This is an optimization exercise on Yosys and OpenROAD, whose aim is small area, a short achievable clock period and few clock cycles per item, not a production implementation.
At most, simulation tests tie the RTL to the original design; equivalence was not proved.
Power and IR drop assume default switching activity.

==> try-tundra <==
==> flow/design.v <==
package ole_pkg;
    localparam int CAPACITY   = 16;
    localparam int DATA_WIDTH = 32;
    localparam int IDX_W      = (CAPACITY > 1) ? $clog2(CAPACITY) : 1;
    localparam int CNT_W      = $clog2(CAPACITY + 1);
    localparam int KIND_W     = 3;
    localparam int KEY_W      = 32;
    localparam int VALUE_W    = 32;
    localparam int INDEX_W    = 4;
    localparam int STATUS_W   = 2;
    localparam int POSITION_W = 4;
    localparam int RDATA_W    = 32;
    localparam int COUNT_W    = 5;
    localparam int CMP_W      = INDEX_W + CNT_W;
    typedef enum logic [KIND_W-1:0] {
        KIND_APPEND  = 3'd0,
        KIND_PREPEND = 3'd1,
        KIND_FIND    = 3'd2,
        KIND_DELETE  = 3'd3,
        KIND_INSERT  = 3'd4,
        KIND_READ    = 3'd5,
        KIND_WRITE   = 3'd6
    } kind_t;
    typedef enum logic [STATUS_W-1:0] {
        ST_OK    = 2'd0,
        ST_MISS  = 2'd1,
        ST_FULL  = 2'd2,
        ST_RANGE = 2'd3
    } status_t;
    typedef enum logic [1:0] {
        CELL_HOLD       = 2'd0,
        CELL_LOAD       = 2'd1,
        CELL_TAKE_LOWER = 2'd2,
        CELL_TAKE_UPPER = 2'd3
    } cell_op_t;
    typedef enum logic [1:0] {
        MODE_HOLD  = 2'd0,
        MODE_LOAD  = 2'd1,
        MODE_OPEN  = 2'd2,
        MODE_CLOSE = 2'd3
    } chain_mode_t;
    typedef struct packed {
        chain_mode_t            mode;
        logic [IDX_W-1:0]       pos;
    } chain_cmd_t;
    typedef struct packed {
        logic                   hit;
        logic [IDX_W-1:0]       hit_pos;
    } match_info_t;
endpackage
import ole_pkg::*;
module ole_cell (
    input  logic                            clk,
    input  logic                            we,
    input  logic [ole_pkg::DATA_WIDTH-1:0]  value,
    input  logic [ole_pkg::DATA_WIDTH-1:0]  key,
    output logic [ole_pkg::DATA_WIDTH-1:0]  entry,
    output logic                            match
);
    logic [DATA_WIDTH-1:0] entry_reg;
    always_ff @(posedge clk)
    begin
        if (we)
            entry_reg <= value;
    end
    assign match = (entry_reg == key);
    assign entry = entry_reg;
endmodule
import ole_pkg::*;
module ole_chain (
    input  logic                            clk,
    input  logic                            rst_n,
    input  logic                            open,
    input  logic                            close,
    input  logic [CAPACITY-1:0]             ge,
    input  logic [CAPACITY-1:0]             sel,
    input  logic [IDX_W-1:0]                sel_slot,  
    output logic [CAPACITY*IDX_W-1:0]       slots
);
    logic [IDX_W-1:0] pos_slot [CAPACITY];
    logic [IDX_W-1:0] pos_next [CAPACITY];
    always_comb
    begin
        for (int p = 0; p < CAPACITY; p++)
        begin
            pos_next[p] = pos_slot[p];
            if (open && sel[p])
                pos_next[p] = pos_slot[CAPACITY-1];
            else if (open && ge[p] && p > 0)
                pos_next[p] = pos_slot[(p > 0) ? p-1 : 0];
            else if (close && ge[p] && p < CAPACITY - 1)
                pos_next[p] = pos_slot[(p < CAPACITY-1) ? p+1 : p];
            else if (close && ge[p])
                pos_next[p] = sel_slot;
        end
    end
    always_ff @(posedge clk or negedge rst_n)
    begin
        if (!rst_n)
        begin
            for (int p = 0; p < CAPACITY; p++)
                pos_slot[p] <= IDX_W'(p);
        end
        else
        begin
            for (int p = 0; p < CAPACITY; p++)
                pos_slot[p] <= pos_next[p];
        end
    end
    always_comb
    begin
        for (int p = 0; p < CAPACITY; p++)
            slots[p*IDX_W +: IDX_W] = pos_slot[p];
    end
endmodule
import ole_pkg::*;
module ordered_list_engine_top (
    input  logic                            clk,
    input  logic                            rst_n,
    input  logic                            start,
    output logic                            busy,
    input  logic [ole_pkg::KIND_W-1:0]      kind,
    input  logic [ole_pkg::KEY_W-1:0]       key,
    input  logic [ole_pkg::VALUE_W-1:0]     value,
    input  logic [ole_pkg::INDEX_W-1:0]     index,
    output logic                            done,
    output logic [ole_pkg::STATUS_W-1:0]    status,
    output logic [ole_pkg::POSITION_W-1:0]  position,
    output logic [ole_pkg::RDATA_W-1:0]     read_data,
    output logic [ole_pkg::COUNT_W-1:0]     count
);
    logic                   v0;
    logic [KIND_W-1:0]      kind0;
    logic [DATA_WIDTH-1:0]  value0;
    logic [IDX_W-1:0]       idx0;
    logic [CAPACITY-1:0]    m0;         
    logic                   eqv0;       
    logic                   v1;
    logic [KIND_W-1:0]      kind1;
    logic [DATA_WIDTH-1:0]  value1;
    logic [IDX_W-1:0]       idx1;
    logic [CAPACITY-1:0]    pm1;        
    logic                   v2;
    ole_pkg::status_t       status2;
    logic [IDX_W-1:0]       pos2;
    logic                   rd2;
    logic [IDX_W-1:0]       rslot2;
    logic                   done3;
    ole_pkg::status_t       status3;
    logic [IDX_W-1:0]       pos3;
    logic [RDATA_W-1:0]     rdata3;
    logic [CNT_W-1:0]       count3;
    logic [CNT_W-1:0]       cnt_reg;
    logic [CNT_W-1:0]       cnt_next;
    logic [CAPACITY*IDX_W-1:0] slots;
    logic [DATA_WIDTH-1:0]  entry_q [CAPACITY];
    logic [CAPACITY-1:0]    match;
    logic [CAPACITY-1:0]    we;
    assign busy = 1'b0;
    logic                   full;
    logic                   idx_ok;
    logic [IDX_W-1:0]       top_slot;
    logic [IDX_W-1:0]       idx_slot;
    logic [IDX_W-1:0]       hit_slot;
    logic [CAPACITY-1:0]    live;
    logic [CAPACITY-1:0]    hp;
    logic [CAPACITY-1:0]    hge;
    logic [CAPACITY-1:0]    first;
    logic                   hit;
    logic [IDX_W-1:0]       hit_pos;
    logic [CAPACITY-1:0]    idx_hot;
    logic                   k_app, k_pre, k_find, k_del, k_ins, k_read, k_write;
    logic                   do_add;
    logic                   do_write;
    logic                   open;
    logic                   close;
    logic [CAPACITY-1:0]    ge;
    logic [CAPACITY-1:0]    sel;
    logic [CAPACITY-1:0]    wpos;
    ole_pkg::status_t       status_next;
    logic [IDX_W-1:0]       pos_next;
    logic                   rd_next;
    assign k_app   = v1 && kind1 == KIND_APPEND;
    assign k_pre   = v1 && kind1 == KIND_PREPEND;
    assign k_find  = v1 && kind1 == KIND_FIND;
    assign k_del   = v1 && kind1 == KIND_DELETE;
    assign k_ins   = v1 && kind1 == KIND_INSERT;
    assign k_read  = v1 && kind1 == KIND_READ;
    assign k_write = v1 && kind1 == KIND_WRITE;
    assign full     = cnt_reg[CNT_W-1];
    assign idx_ok   = CNT_W'(idx1) < cnt_reg;
    assign top_slot = slots[(CAPACITY-1)*IDX_W +: IDX_W];
    assign idx_slot = slots[idx1*IDX_W +: IDX_W];
    always_comb
    begin
        for (int p = 0; p < CAPACITY; p++)
        begin
            live[p]    = CNT_W'(p) < cnt_reg;
            idx_hot[p] = idx1 == IDX_W'(p);
            hp[p]      = live[p] && pm1[p];
        end
    end
    always_comb
    begin
        for (int p = 0; p < CAPACITY; p++)
            hge[p] = |(hp & CAPACITY'((32'd2 << p) - 32'd1));
        first[0] = hge[0];
        for (int p = 1; p < CAPACITY; p++)
            first[p] = hge[p] && !hge[p-1];
        hit = hge[CAPACITY-1];
    end
    always_comb
    begin
        hit_pos  = '0;
        hit_slot = '0;
        for (int p = 0; p < CAPACITY; p++)
        begin
            hit_pos  = hit_pos  | (first[p] ? IDX_W'(p) : '0);
            hit_slot = hit_slot | (first[p] ? slots[p*IDX_W +: IDX_W] : '0);
        end
    end
    assign do_add   = !full && (k_app || k_pre || (k_ins && hit));
    assign do_write = k_write && idx_ok;
    assign open     = do_add;
    assign close    = k_del && hit;
    always_comb
    begin
        if (k_app)
            ge = ~live;
        else if (k_pre)
            ge = '1;
        else
            ge = hge;
        sel[0] = ge[0];
        for (int p = 1; p < CAPACITY; p++)
            sel[p] = ge[p] && !ge[p-1];
        wpos = open ? sel : (do_write ? idx_hot : '0);
    end
    always_comb
    begin
        for (int s = 0; s < CAPACITY; s++)
            we[s] = (!full && (k_app || k_pre || k_ins) && top_slot == IDX_W'(s)) ||
                    (do_write && idx_slot == IDX_W'(s));
    end
    ole_chain u_chain (
        .clk      (clk),
        .rst_n    (rst_n),
        .open     (open),
        .close    (close),
        .ge       (ge),
        .sel      (sel),
        .sel_slot (hit_slot),
        .slots    (slots)
    );
    genvar gs;
    generate
        for (gs = 0; gs < CAPACITY; gs++)
        begin : g_slot
            ole_cell u_cell (
                .clk   (clk),
                .we    (we[gs]),
                .value (value1),
                .key   (key),
                .entry (entry_q[gs]),
                .match (match[gs])
            );
        end
    endgenerate
    always_comb
    begin
        cnt_next    = cnt_reg;
        status_next = ST_OK;
        pos_next    = '0;
        rd_next     = 1'b0;
        case (kind1)
            KIND_APPEND:
                if (full)
                    status_next = ST_FULL;
                else
                begin
                    pos_next = IDX_W'(cnt_reg);
                    cnt_next = cnt_reg + CNT_W'(1);
                end
            KIND_PREPEND:
                if (full)
                    status_next = ST_FULL;
                else
                    cnt_next = cnt_reg + CNT_W'(1);
            KIND_FIND:
                if (!hit)
                    status_next = ST_MISS;
                else
                begin
                    pos_next = hit_pos;
                    rd_next  = 1'b1;
                end
            KIND_DELETE:
                if (!hit)
                    status_next = ST_MISS;
                else
                begin
                    pos_next = hit_pos;
                    cnt_next = cnt_reg - CNT_W'(1);
                end
            KIND_INSERT:
                if (!hit)
                    status_next = ST_MISS;
                else if (full)
                    status_next = ST_FULL;
                else
                begin
                    pos_next = hit_pos;
                    cnt_next = cnt_reg + CNT_W'(1);
                end
            KIND_READ:
                if (!idx_ok)
                    status_next = ST_RANGE;
                else
                begin
                    pos_next = idx1;
                    rd_next  = 1'b1;
                end
            KIND_WRITE:
                if (!idx_ok)
                    status_next = ST_RANGE;
                else
                    pos_next = idx1;
            default:
                status_next = ST_OK;
        endcase
        if (!v1)
            cnt_next = cnt_reg;
    end
    logic [CAPACITY-1:0]    pma;
    logic [CAPACITY-1:0]    pm_next;
    always_comb
    begin
        for (int p = 0; p < CAPACITY; p++)
            pma[p] = m0[slots[p*IDX_W +: IDX_W]];
        for (int p = 0; p < CAPACITY; p++)
        begin
            pm_next[p] = pma[p];
            if (wpos[p])
                pm_next[p] = eqv0;
            else if (open && ge[p] && p > 0)
                pm_next[p] = pma[(p > 0) ? p-1 : 0];
            else if (close && ge[p] && p < CAPACITY - 1)
                pm_next[p] = pma[(p < CAPACITY-1) ? p+1 : p];
            else if (close && ge[p])
                pm_next[p] = 1'b0;
        end
    end
    always_ff @(posedge clk)
    begin
        kind0  <= kind;
        value0 <= value;
        idx0   <= IDX_W'(index);
        eqv0   <= (value0 == key);
        for (int s = 0; s < CAPACITY; s++)
            m0[s] <= we[s] ? (value1 == key) : match[s];
        kind1  <= kind0;
        value1 <= value0;
        idx1   <= idx0;
        pm1    <= pm_next;
        status2 <= status_next;
        pos2    <= pos_next;
        rd2     <= rd_next;
        rslot2  <= k_find ? hit_slot : idx_slot;
        status3 <= status2;
        pos3    <= pos2;
        count3  <= cnt_reg;
        rdata3  <= rd2 ? entry_q[rslot2] : '0;
    end
    always_ff @(posedge clk or negedge rst_n)
    begin
        if (!rst_n)
        begin
            v0      <= 1'b0;
            v1      <= 1'b0;
            v2      <= 1'b0;
            done3   <= 1'b0;
            cnt_reg <= '0;
        end
        else
        begin
            v0      <= start;
            v1      <= v0;
            v2      <= v1;
            done3   <= v2;
            cnt_reg <= cnt_next;
        end
    end
    assign done      = done3;
    assign status    = status3;
    assign position  = POSITION_W'(pos3);
    assign read_data = rdata3;
    assign count     = COUNT_W'(count3);
endmodule
==> flow/run.sh <==
#!/bin/bash
# synth_recipe.tcl (not shown) runs the flow's synth.tcl, then flattens the netlist and writes it again
# the make line also repeats each setting of config.mk as NAME=value (left out here)
make -C /OpenROAD-flow-scripts/flow DESIGN_CONFIG=/design/flow/config.mk WORK_HOME=/design/flow/orfs CLKGATE_MAP_FILE= SYNTH_SCRIPT=/design/flow/synth_recipe.tcl finish
==> flow/config.mk <==
export PLATFORM = sky130hd
export DESIGN_NAME = ordered_list_engine_top
export DESIGN_NICKNAME = ordered_list_engine_top
export VERILOG_FILES = /design/flow/design.v
export SDC_FILE = /design/flow/constraint.sdc
export NUM_CORES = 4
export LEC_CHECK = 0
export CAP_MARGIN = 20
export CORE_MARGIN = 2
export CORE_UTILIZATION = 30
export SLEW_MARGIN = 20
==> flow/constraint.sdc <==
create_clock -name core_clock -period 7.0 [get_ports {clk}]
set_input_delay 1.4000 -clock core_clock [delete_from_list [all_inputs] [get_ports {clk}]]
set_output_delay 1.4000 -clock core_clock [all_outputs]
set_load 0.01 [all_outputs]
==> try-fjord: changes against try-tundra <==
--- a/flow/design.v
+++ b/flow/design.v
@@ -152,4 +152,5 @@
     logic [CNT_W-1:0]       count3;
-    logic [CNT_W-1:0]       cnt_reg;
-    logic [CNT_W-1:0]       cnt_next;
+    logic [CAPACITY-1:0]    live;       
+    logic [CAPACITY-1:0]    live_next;
+    logic [CNT_W-1:0]       cnt;
     logic [CAPACITY*IDX_W-1:0] slots;
@@ -164,3 +165,5 @@
     logic [IDX_W-1:0]       hit_slot;
-    logic [CAPACITY-1:0]    live;
+    logic [CAPACITY-1:0]    cnt_hot;
+    logic                   inc;
+    logic                   dec;
     logic [CAPACITY-1:0]    hp;
@@ -189,4 +192,4 @@
     assign k_write = v1 && kind1 == KIND_WRITE;
-    assign full     = cnt_reg[CNT_W-1];
-    assign idx_ok   = CNT_W'(idx1) < cnt_reg;
+    assign full     = live[CAPACITY-1];
+    assign idx_ok   = live[idx1];
     assign top_slot = slots[(CAPACITY-1)*IDX_W +: IDX_W];
@@ -197,3 +200,3 @@
         begin
-            live[p]    = CNT_W'(p) < cnt_reg;
+            cnt_hot[p] = !live[p] && (p == 0 || live[(p > 0) ? p-1 : 0]);
             idx_hot[p] = idx1 == IDX_W'(p);
@@ -270,3 +273,12 @@
     begin
-        cnt_next    = cnt_reg;
+        cnt = '0;
+        for (int p = 0; p < CAPACITY; p++)
+            cnt = cnt | (cnt_hot[p] ? CNT_W'(p) : '0);
+        if (full)
+            cnt = CNT_W'(CAPACITY);
+    end
+    always_comb
+    begin
+        inc         = 1'b0;
+        dec         = 1'b0;
         status_next = ST_OK;
@@ -280,4 +292,4 @@
                 begin
-                    pos_next = IDX_W'(cnt_reg);
-                    cnt_next = cnt_reg + CNT_W'(1);
+                    pos_next = IDX_W'(cnt);
+                    inc      = 1'b1;
                 end
@@ -287,3 +299,3 @@
                 else
-                    cnt_next = cnt_reg + CNT_W'(1);
+                    inc      = 1'b1;
             KIND_FIND:
@@ -302,3 +314,3 @@
                     pos_next = hit_pos;
-                    cnt_next = cnt_reg - CNT_W'(1);
+                    dec      = 1'b1;
                 end
@@ -312,3 +324,3 @@
                     pos_next = hit_pos;
-                    cnt_next = cnt_reg + CNT_W'(1);
+                    inc      = 1'b1;
                 end
@@ -331,3 +343,11 @@
         if (!v1)
-            cnt_next = cnt_reg;
+        begin
+            inc = 1'b0;
+            dec = 1'b0;
+        end
+        live_next = live;
+        if (inc)
+            live_next = {live[CAPACITY-2:0], 1'b1};
+        else if (dec)
+            live_next = {1'b0, live[CAPACITY-1:1]};
     end
@@ -370,3 +390,3 @@
         pos3    <= pos2;
-        count3  <= cnt_reg;
+        count3  <= cnt;
         rdata3  <= rd2 ? entry_q[rslot2] : '0;
@@ -381,3 +401,3 @@
             done3   <= 1'b0;
-            cnt_reg <= '0;
+            live    <= '0;
         end
@@ -389,3 +409,3 @@
             done3   <= v2;
-            cnt_reg <= cnt_next;
+            live    <= live_next;
         end
==> flow/flow/run.sh (new file) <==
#!/bin/bash
# The standard layout, with the port buffers that buffer_ports inserts made
# plain buffers (buf_4) instead of the delay cell it picks by default.
set -euo pipefail
export BUFFER_PORTS_ARGS="-buffer_cell sky130_fd_sc_hd__buf_4"
bash standard.sh > standard.log 2>&1
==> flow/standard.sh (new file) <==
#!/bin/bash
# synth_recipe.tcl (not shown) runs the flow's synth.tcl, then flattens the netlist and writes it again
# the make line also repeats each setting of config.mk as NAME=value (left out here)
make -C /OpenROAD-flow-scripts/flow DESIGN_CONFIG=/design/flow/config.mk WORK_HOME=/design/flow/orfs CLKGATE_MAP_FILE= SYNTH_SCRIPT=/design/flow/synth_recipe.tcl "${@:-finish}"
--- a/flow/config.mk
+++ b/flow/config.mk
@@ -9,3 +9,7 @@
 export CORE_MARGIN = 2
-export CORE_UTILIZATION = 30
+export CORE_UTILIZATION = 50
+export CTS_BUF_LIST = sky130_fd_sc_hd__clkbuf_4 sky130_fd_sc_hd__clkbuf_8
+export CTS_CLUSTER_SIZE = 20
+export SETUP_SLACK_MARGIN = 4.3
 export SLEW_MARGIN = 20
+export TNS_END_PERCENT = 20
removed: flow/run.sh
==> try-ember: changes against try-tundra <==
--- a/flow/design.v
+++ b/flow/design.v
@@ -152,4 +152,5 @@
     logic [CNT_W-1:0]       count3;
-    logic [CNT_W-1:0]       cnt_reg;
-    logic [CNT_W-1:0]       cnt_next;
+    logic [CAPACITY-1:0]    live;       
+    logic [CAPACITY-1:0]    live_next;
+    logic [CNT_W-1:0]       cnt;
     logic [CAPACITY*IDX_W-1:0] slots;
@@ -164,3 +165,5 @@
     logic [IDX_W-1:0]       hit_slot;
-    logic [CAPACITY-1:0]    live;
+    logic [CAPACITY-1:0]    cnt_hot;
+    logic                   inc;
+    logic                   dec;
     logic [CAPACITY-1:0]    hp;
@@ -189,4 +192,4 @@
     assign k_write = v1 && kind1 == KIND_WRITE;
-    assign full     = cnt_reg[CNT_W-1];
-    assign idx_ok   = CNT_W'(idx1) < cnt_reg;
+    assign full     = live[CAPACITY-1];
+    assign idx_ok   = live[idx1];
     assign top_slot = slots[(CAPACITY-1)*IDX_W +: IDX_W];
@@ -197,3 +200,3 @@
         begin
-            live[p]    = CNT_W'(p) < cnt_reg;
+            cnt_hot[p] = !live[p] && (p == 0 || live[(p > 0) ? p-1 : 0]);
             idx_hot[p] = idx1 == IDX_W'(p);
@@ -270,3 +273,12 @@
     begin
-        cnt_next    = cnt_reg;
+        cnt = '0;
+        for (int p = 0; p < CAPACITY; p++)
+            cnt = cnt | (cnt_hot[p] ? CNT_W'(p) : '0);
+        if (full)
+            cnt = CNT_W'(CAPACITY);
+    end
+    always_comb
+    begin
+        inc         = 1'b0;
+        dec         = 1'b0;
         status_next = ST_OK;
@@ -280,4 +292,4 @@
                 begin
-                    pos_next = IDX_W'(cnt_reg);
-                    cnt_next = cnt_reg + CNT_W'(1);
+                    pos_next = IDX_W'(cnt);
+                    inc      = 1'b1;
                 end
@@ -287,3 +299,3 @@
                 else
-                    cnt_next = cnt_reg + CNT_W'(1);
+                    inc      = 1'b1;
             KIND_FIND:
@@ -302,3 +314,3 @@
                     pos_next = hit_pos;
-                    cnt_next = cnt_reg - CNT_W'(1);
+                    dec      = 1'b1;
                 end
@@ -312,3 +324,3 @@
                     pos_next = hit_pos;
-                    cnt_next = cnt_reg + CNT_W'(1);
+                    inc      = 1'b1;
                 end
@@ -331,3 +343,11 @@
         if (!v1)
-            cnt_next = cnt_reg;
+        begin
+            inc = 1'b0;
+            dec = 1'b0;
+        end
+        live_next = live;
+        if (inc)
+            live_next = {live[CAPACITY-2:0], 1'b1};
+        else if (dec)
+            live_next = {1'b0, live[CAPACITY-1:1]};
     end
@@ -370,3 +390,3 @@
         pos3    <= pos2;
-        count3  <= cnt_reg;
+        count3  <= cnt;
         rdata3  <= rd2 ? entry_q[rslot2] : '0;
@@ -381,3 +401,3 @@
             done3   <= 1'b0;
-            cnt_reg <= '0;
+            live    <= '0;
         end
@@ -389,3 +409,3 @@
             done3   <= v2;
-            cnt_reg <= cnt_next;
+            live    <= live_next;
         end
--- a/flow/config.mk
+++ b/flow/config.mk
@@ -9,3 +9,4 @@
 export CORE_MARGIN = 2
-export CORE_UTILIZATION = 30
+export CORE_UTILIZATION = 55
+export SETUP_SLACK_MARGIN = 4.5
 export SLEW_MARGIN = 20
==> summary.txt <==
Of try-fjord and try-tundra, try-tundra has the higher critical path depth (gap 1). Of try-tundra and try-fjord, try-fjord has the higher register-to-register slack (gap 0.98 ns). Count of clock-buffer cells in the layout: try-fjord is higher than try-tundra (96). Area after synthesis: try-tundra is smaller than try-fjord (0.50%). Design area: try-tundra is smaller than try-fjord (4.3%). Against try-fjord, the sequential share of layout area of try-tundra is higher by 1.3 points. try-ember failed in global routing (5_1_grt) (GRT-0232). try-fjord produced a clean layout. try-tundra finished with timing, DRC and antenna clean.
==> figures <==
	try-tundra	try-ember	try-fjord
Status	no timing/DRC/antenna violations	stopped before the end	no timing/DRC/antenna violations
Last stage reached	-	global routing (5_1_grt)	-
Dpl ws	2.535 ns	2.060 ns	2.908 ns
Max-cap violation count	0	-	0
Hold endpoint	status3[1]	-	kind1[2]
Data required time of the critical path	7.57 ns	-	7.75 ns
Number of flip-flops in the largest register	512	-	512
Net switching power figure	3.819 mW	-	4.846 mW
Reported combinational group power	2.16 mW	-	3.23 mW
Met2 layer wire length in the routed design	71.14 mm	-	79.82 mm
Number of standard-cell rows in the floorplan	130	96	101
Design internal power	8.367 mW	-	8.918 mW
Weighted congestion at the end of routability-driven global placement	1.048	1.070	1.065
DRC violation total after the first TritonRoute iteration	5728	-	5387
Hold path startpoint	status2[1]	-	kind0[2]
Testbench counts of try-fjord, summed over its fixed seeds: cycles 16,032, items 16,000.
Testbench counts of try-ember, summed over its fixed seeds: cycles 16,032, items 16,000.
Function not checked in try-tundra: the RTL went through the layout flow alone.

[separate check: timing with driven ports]
The flow's constraints put no driver on any port. The routed layouts listed below were extracted and timed again, unchanged, in two steps.
Step 1: set_driving_cell puts a clkbuf_16 on clk and a buf_2 on each other input, an assumption about the parent block.
Step 2 moves the port delays by t, midway between the first and last clock arrival at a register: inputs arrive t later, outputs are due t later. That takes back most of the time a late clock gives input paths.
Slacks: ideal / step 1 / step 2; pairs: ideal / step 1.
run	t, ns	setup slack, ns	worst hold slack (ns)	worst register clock-pin slew, ns	worst data-port slew with drivers (ns)
try-tundra	0.738	2.841 / 2.841 / 2.352	0.325 / 0.325 / 0.325	0.08 / 0.08	0.16
try-fjord	0.901	3.824 / 3.824 / 2.998	0.315 / 0.315 / 0.315	0.07 / 0.07	0.05
After both steps every run listed still meets setup and hold. For try-fjord, which loses most, drivers alone change the setup slack by 0.000 ns; drivers and shift together by -0.826 ns.
